What follows belongs to an exercise in optimizing a design on an open flow for small area, a short achievable clock period and few clock cycles; a production flow would make more cautious choices.
Function was checked by simulation only, so behaviour that the tests miss may differ from the original.
No activity file was given, so power comes from the tool's default toggle rates.

## juniper
// matvec_top
module matvec_top (
    input  logic               clk,
    input  logic               reset,
    input  logic               input_valid,
    output logic               input_ready,
    input  matvec_pkg::elem_t  input_data,
    input  logic               new_matrix,
    output logic               output_valid,
    input  logic               output_ready,
    output matvec_pkg::acc_t   output_data
);
    localparam int N  = 8;
    localparam int IW = 14;
    localparam int AW = 28;
    localparam int D  = 12;             
    localparam logic [AW-1:0] ACC_MAX = {1'b0, {(AW-1){1'b1}}};
    localparam logic [AW-1:0] ACC_MIN = {1'b1, {(AW-1){1'b0}}};
    logic [2:0] ph;        
    logic [2:0] col;       
    logic [2:0] row;       
    logic [1:0] mode;      
    logic [4:0] owed;      
    logic       accept;
    logic       x_word;
    logic       mat_word;
    logic       last_x;
    logic [2:0] ph_n, col_n, row_n;
    logic [1:0] mode_n;
    logic [4:0] owed_n;
    logic       ready_q;
    assign x_word   = (mode == 2'd2) || ((mode == 2'd0) && !new_matrix);
    assign mat_word = (mode == 2'd1) || ((mode == 2'd0) && new_matrix);
    assign input_ready = ready_q;
    assign accept = input_valid && ready_q && !reset;
    assign last_x = accept && (mode == 2'd2) && (col == 3'd7);
    always_comb begin
        ph_n   = ph + 3'd1;
        col_n  = col;
        row_n  = row;
        mode_n = mode;
        if (accept) begin
            col_n = col + 3'd1;
            case (mode)
  ...
==> flow/config.mk <==
export PLATFORM = sky130hd
export DESIGN_NAME = matvec_top
export DESIGN_NICKNAME = matvec_top
export VERILOG_FILES = /design/flow/design.v
export SDC_FILE = /design/flow/constraint.sdc
export NUM_CORES = 4
export LEC_CHECK = 0
export CAP_MARGIN = 20
export CORE_MARGIN = 2
export CORE_UTILIZATION = 60
export CTS_BUF_LIST = sky130_fd_sc_hd__clkbuf_4 sky130_fd_sc_hd__clkbuf_8
export SETUP_SLACK_MARGIN = 4.5
export SLEW_MARGIN = 20
==> flow/constraint.sdc <==
create_clock -name core_clock -period 8.0 [get_ports {clk}]
set_input_delay 1.6000 -clock core_clock [delete_from_list [all_inputs] [get_ports {clk}]]
set_output_delay 1.6000 -clock core_clock [all_outputs]
set_load 0.01 [all_outputs]
run.sh (not shown) runs the stock make flow with config.mk's settings and CLKGATE_MAP_FILE= SYNTH_SCRIPT=/design/flow/synth_recipe.tcl, a recipe that flattens the netlist after the stock synthesis.
Testbench counts of juniper, summed over its fixed seeds: cycles 5,464.
### juniper -> harbor
Settings: an added TNS_END_PERCENT of 0; a change of SETUP_SLACK_MARGIN from 4.5 to 4.7; an added CTS_CLUSTER_SIZE of 24; a change of CORE_UTILIZATION from 60 to 70; a deleted CTS_BUF_LIST that had been sky130_fd_sc_hd__clkbuf_4 sky130_fd_sc_hd__clkbuf_8; an added CTS_CLUSTER_DIAMETER of 120.
--- outcome ---
Going from juniper to harbor, routed wire length lost about 4%, total of cells resized after clock tree synthesis lost about 40%.
harbor finished every stage and its layout cleared the timing, design-rule and antenna checks.
Re overall fraction of global-route tracks in use: harbor and juniper aren't equal, and the lower value belongs to juniper.
STATUS overall via count from detail_route: harbor wins against juniper
Number of clock buffers in the layout: harbor and juniper compared, higher one is juniper

* * *

Setup of run 1:
matvec_top, a different RTL version from the one above (not shown whole).
Size: about 49 I/O pins, ~100000 um^2 of cells after synthesis.
Design matvec_top, start of the top module:
module matvec_top (
    input  logic               clk,
    input  logic               reset,
    input  logic               input_valid,
    output logic               input_ready,
    input  matvec_pkg::elem_t  input_data,
    input  logic               new_matrix,
    output logic               output_valid,
    input  logic               output_ready,
    output matvec_pkg::acc_t   output_data
);
==> flow/config.mk <==
export PLATFORM = sky130hd
export DESIGN_NAME = matvec_top
export DESIGN_NICKNAME = matvec_top
export VERILOG_FILES = /design/flow/design.v
export SDC_FILE = /design/flow/constraint.sdc
export NUM_CORES = 4
export LEC_CHECK = 0
export CAP_MARGIN = 20
export CORE_MARGIN = 2
export CORE_UTILIZATION = 70
export CTS_CLUSTER_DIAMETER = 120
export CTS_CLUSTER_SIZE = 24
export SETUP_SLACK_MARGIN = 4.5
export SLEW_MARGIN = 20
==> flow/constraint.sdc <==
create_clock -name core_clock -period 8.0 [get_ports {clk}]
set_input_delay 1.6000 -clock core_clock [delete_from_list [all_inputs] [get_ports {clk}]]
set_output_delay 1.6000 -clock core_clock [all_outputs]
set_load 0.01 [all_outputs]
Testbench counts of run 1, summed over its fixed seeds: cycles 5,464.
### run 1 -> run 2
- an added TNS_END_PERCENT of 0
- a change of SETUP_SLACK_MARGIN from 4.5 to 4.8
Results
The final layouts of run 2 and run 1 pass the timing, design-rule and antenna checks.
Cmp run 2 vs run 1: placed wire-length estimate after detailed placement lower in run 2
Taking run 1 as the reference, in run 2 number of antenna violations at the first check in global routing went down 1, post-cts repair resize count rose by 81, top achievable clock speed grew by 2.1%.
As far as fraction of area in registers is concerned, run 2 and run 1 perform about the same.
Sort run 2 and run 1 by final area asc -> top: run 2
Between run 1 and run 2, the fraction of power consumed by sequential logic figures differ only marginally.
Edits applied to the flow inputs when going from run 2 to run 3:
- a change of SETUP_SLACK_MARGIN from 4.8 to 4.6
--- outcome ---
Timing, DRC, antenna: 0 failures across run 2 and run 3
[run 3 vs run 2] wire length of the first global-routing pass: lower in run 3
The lower combinational group share of total power of run 2 and run 3 is in run 3.
On fraction of area in multi-input gates, run 3 tracks run 2 almost exactly.
From run 2 to run 3, total number of H-tree levels did not move at all.
Part of the cycle the worst path needs (lower): run 2
Between run 2 and run 3, the worst hold margin figures differ only marginally.

* * *

Setup of v17:
RTL: one of the versions met above, not the one the previous note started from.
Size: about 8500 cells after synthesis, about 2100 flip-flops, about 0.099 mm² of cells after synthesis.
clock: 8.0 ns
lec_check: 0
cap_margin: 20
core_margin: 2
core_utilization: 70
cts_cluster_diameter: 120
cts_cluster_size: 24
setup_slack_margin: 4.9
slew_margin: 20
tns_end_percent: 0
Looking at the reports, v17 completed the entire flow and the layout it produced met the timing, design-rule and antenna checks.
Testbench counts of v17, summed over its fixed seeds: cycles 5,464.
> inputs changed (v17 -> v6)
- changing SETUP_SLACK_MARGIN from 4.9 to 4.5
Notes after the runs:
- Between v17 and v6, the worst hold margin does not differ in any meaningful way.
- Between v17 and v6, critical path depth decreased.
- Worst setup margin (v6 over v17): decrease, 0.21 ns
- Total of buffers placed on input and output ports: v6 vs v17 identical
- On clock skew: v6 sits below v17.
- Max freq v17 -> v6: degraded
- Re share of final-layout standard cells stronger than drive strength 1: v6 and v17 aren't equal, and the lower value belongs to v6.
For v36, these inputs were changed with respect to v6:
- TNS_END_PERCENT: 0 -> unset
Findings:
- Going from v6 to v36, met3 track utilization from global routing lost 0.44 points; reported clock group power lost about 1%; sequential cell area in the final layout picked up an extra about 0.9%; total power of the final layout picked up an extra 5.1%.
- v36 vs v6 on sequential share of power: v36 is the lower one.
- v36 ends up with lower maximum net fanout on the critical path than v6 does.
- v36 vs v6: total non-filler cell area in the finished layout up
- On clock skew, v6 and v36 are basically level.
- In v36, the proportion of final cell area spent on non-clock buffers came out 1.9 points above the value in v6.
- Between v36 and v6, it is v36 whose switching share of power is higher, by 0.50 points.

* * *

Starting RTL as in the previous note.
Settings: LEC_CHECK=0, CAP_MARGIN=20, CORE_MARGIN=2, CORE_UTILIZATION=60, SETUP_SLACK_MARGIN=4.5, SLEW_MARGIN=20; clock period 8.0 ns.
The baseline ran to the end with no violations.
Testbench counts at the start, summed over its fixed seeds: cycles 5,464.
Rerun with:
- CORE_UTILIZATION: 60 -> 75
- CTS_CLUSTER_DIAMETER: default -> 150
- CTS_CLUSTER_SIZE: default -> 24
- SETUP_SLACK_MARGIN: 4.5 -> 4.7
Flip-flop and latch count does not change.
Clock-buffer cell count goes down by 149.
Utilization goes up by 19 points.
Global-route usage goes up by 12 points.
Synthesized area stays the same.
Design area goes up slightly.
Rerun with:
- CORE_UTILIZATION: 75 -> 70
- CTS_CLUSTER_SIZE: 24 -> 30
- SETUP_SLACK_MARGIN: 4.7 -> 4.5
Result: The changed run finished clean; clock-buffer cell count goes down by 21; worst setup slack improved by 38 ps; critical path depth drops by 1; global-route usage decreases by 7.7 points; cell area goes down by 6.7%; worst hold slack barely changes; power fell by 11%; clock power decreases by 11%; core utilization shrinks by 11 points.

port drivers added, routing unchanged:
In the flow no input, the clock included, has a driving cell. The finished layouts below were timed again as built, in two steps. Step 1: set_driving_cell puts a clkbuf_16 on clk and a buf_2 on each other input, an assumption about the parent block. Step 2 also shifts input and output timing later by t, the mid clock arrival at the registers, as if the neighbouring blocks saw the same clock. a / b / c = ideal / step 1 / step 2; a / b = the first two.
| run | shift t [ns] | setup slack, ns | hold WS [ns] | slew at the worst register clock pin (ns) | worst data-port slew with drivers (ns) |
|---|---|---|---|---|---|
| juniper | 1.133 | 4.460 / 4.460 / 3.438 | 0.268 / 0.268 / 0.268 | 0.07 / 0.07 | 0.30 |
| harbor | 0.833 | 4.364 / 4.364 / 3.795 | 0.319 / 0.319 / 0.319 | 0.11 / 0.11 | 0.05 |
| run 1 | 0.843 | 4.425 / 4.425 / 3.767 | 0.313 / 0.313 / 0.313 | 0.11 / 0.11 | 0.11 |
| run 2 | 0.841 | 4.500 / 4.492 / 3.721 | 0.314 / 0.314 / 0.314 | 0.11 / 0.11 | 0.13 |
| run 3 | 0.851 | 4.450 / 4.384 / 3.755 | 0.313 / 0.313 / 0.313 | 0.11 / 0.11 | 0.21 |
| v17 | 0.861 | 4.459 / 4.459 / 3.840 | 0.307 / 0.307 / 0.307 | 0.11 / 0.11 | 0.09 |
| v6 | 0.835 | 4.246 / 4.246 / 3.563 | 0.306 / 0.306 / 0.306 | 0.11 / 0.11 | 0.03 |
| v36 | 0.846 | 4.417 / 4.417 / 3.910 | 0.322 / 0.322 / 0.322 | 0.11 / 0.11 | 0.03 |
| the first run of note 4 | 0.959 | 4.452 / 4.452 / 3.661 | 0.300 / 0.300 / 0.300 | 0.08 / 0.08 | 0.30 |
| the second run of note 4 | 0.883 | 4.344 / 4.344 / 3.908 | 0.319 / 0.319 / 0.319 | 0.11 / 0.11 | 0.04 |
| the third run of note 4 | 0.821 | 4.381 / 4.381 / 3.897 | 0.318 / 0.318 / 0.318 | 0.12 / 0.12 | 0.03 |
After both steps every run listed still meets setup and hold. The setup slack of juniper, which loses most, moves by 0.000 ns with the drivers and by -1.022 ns with both steps.
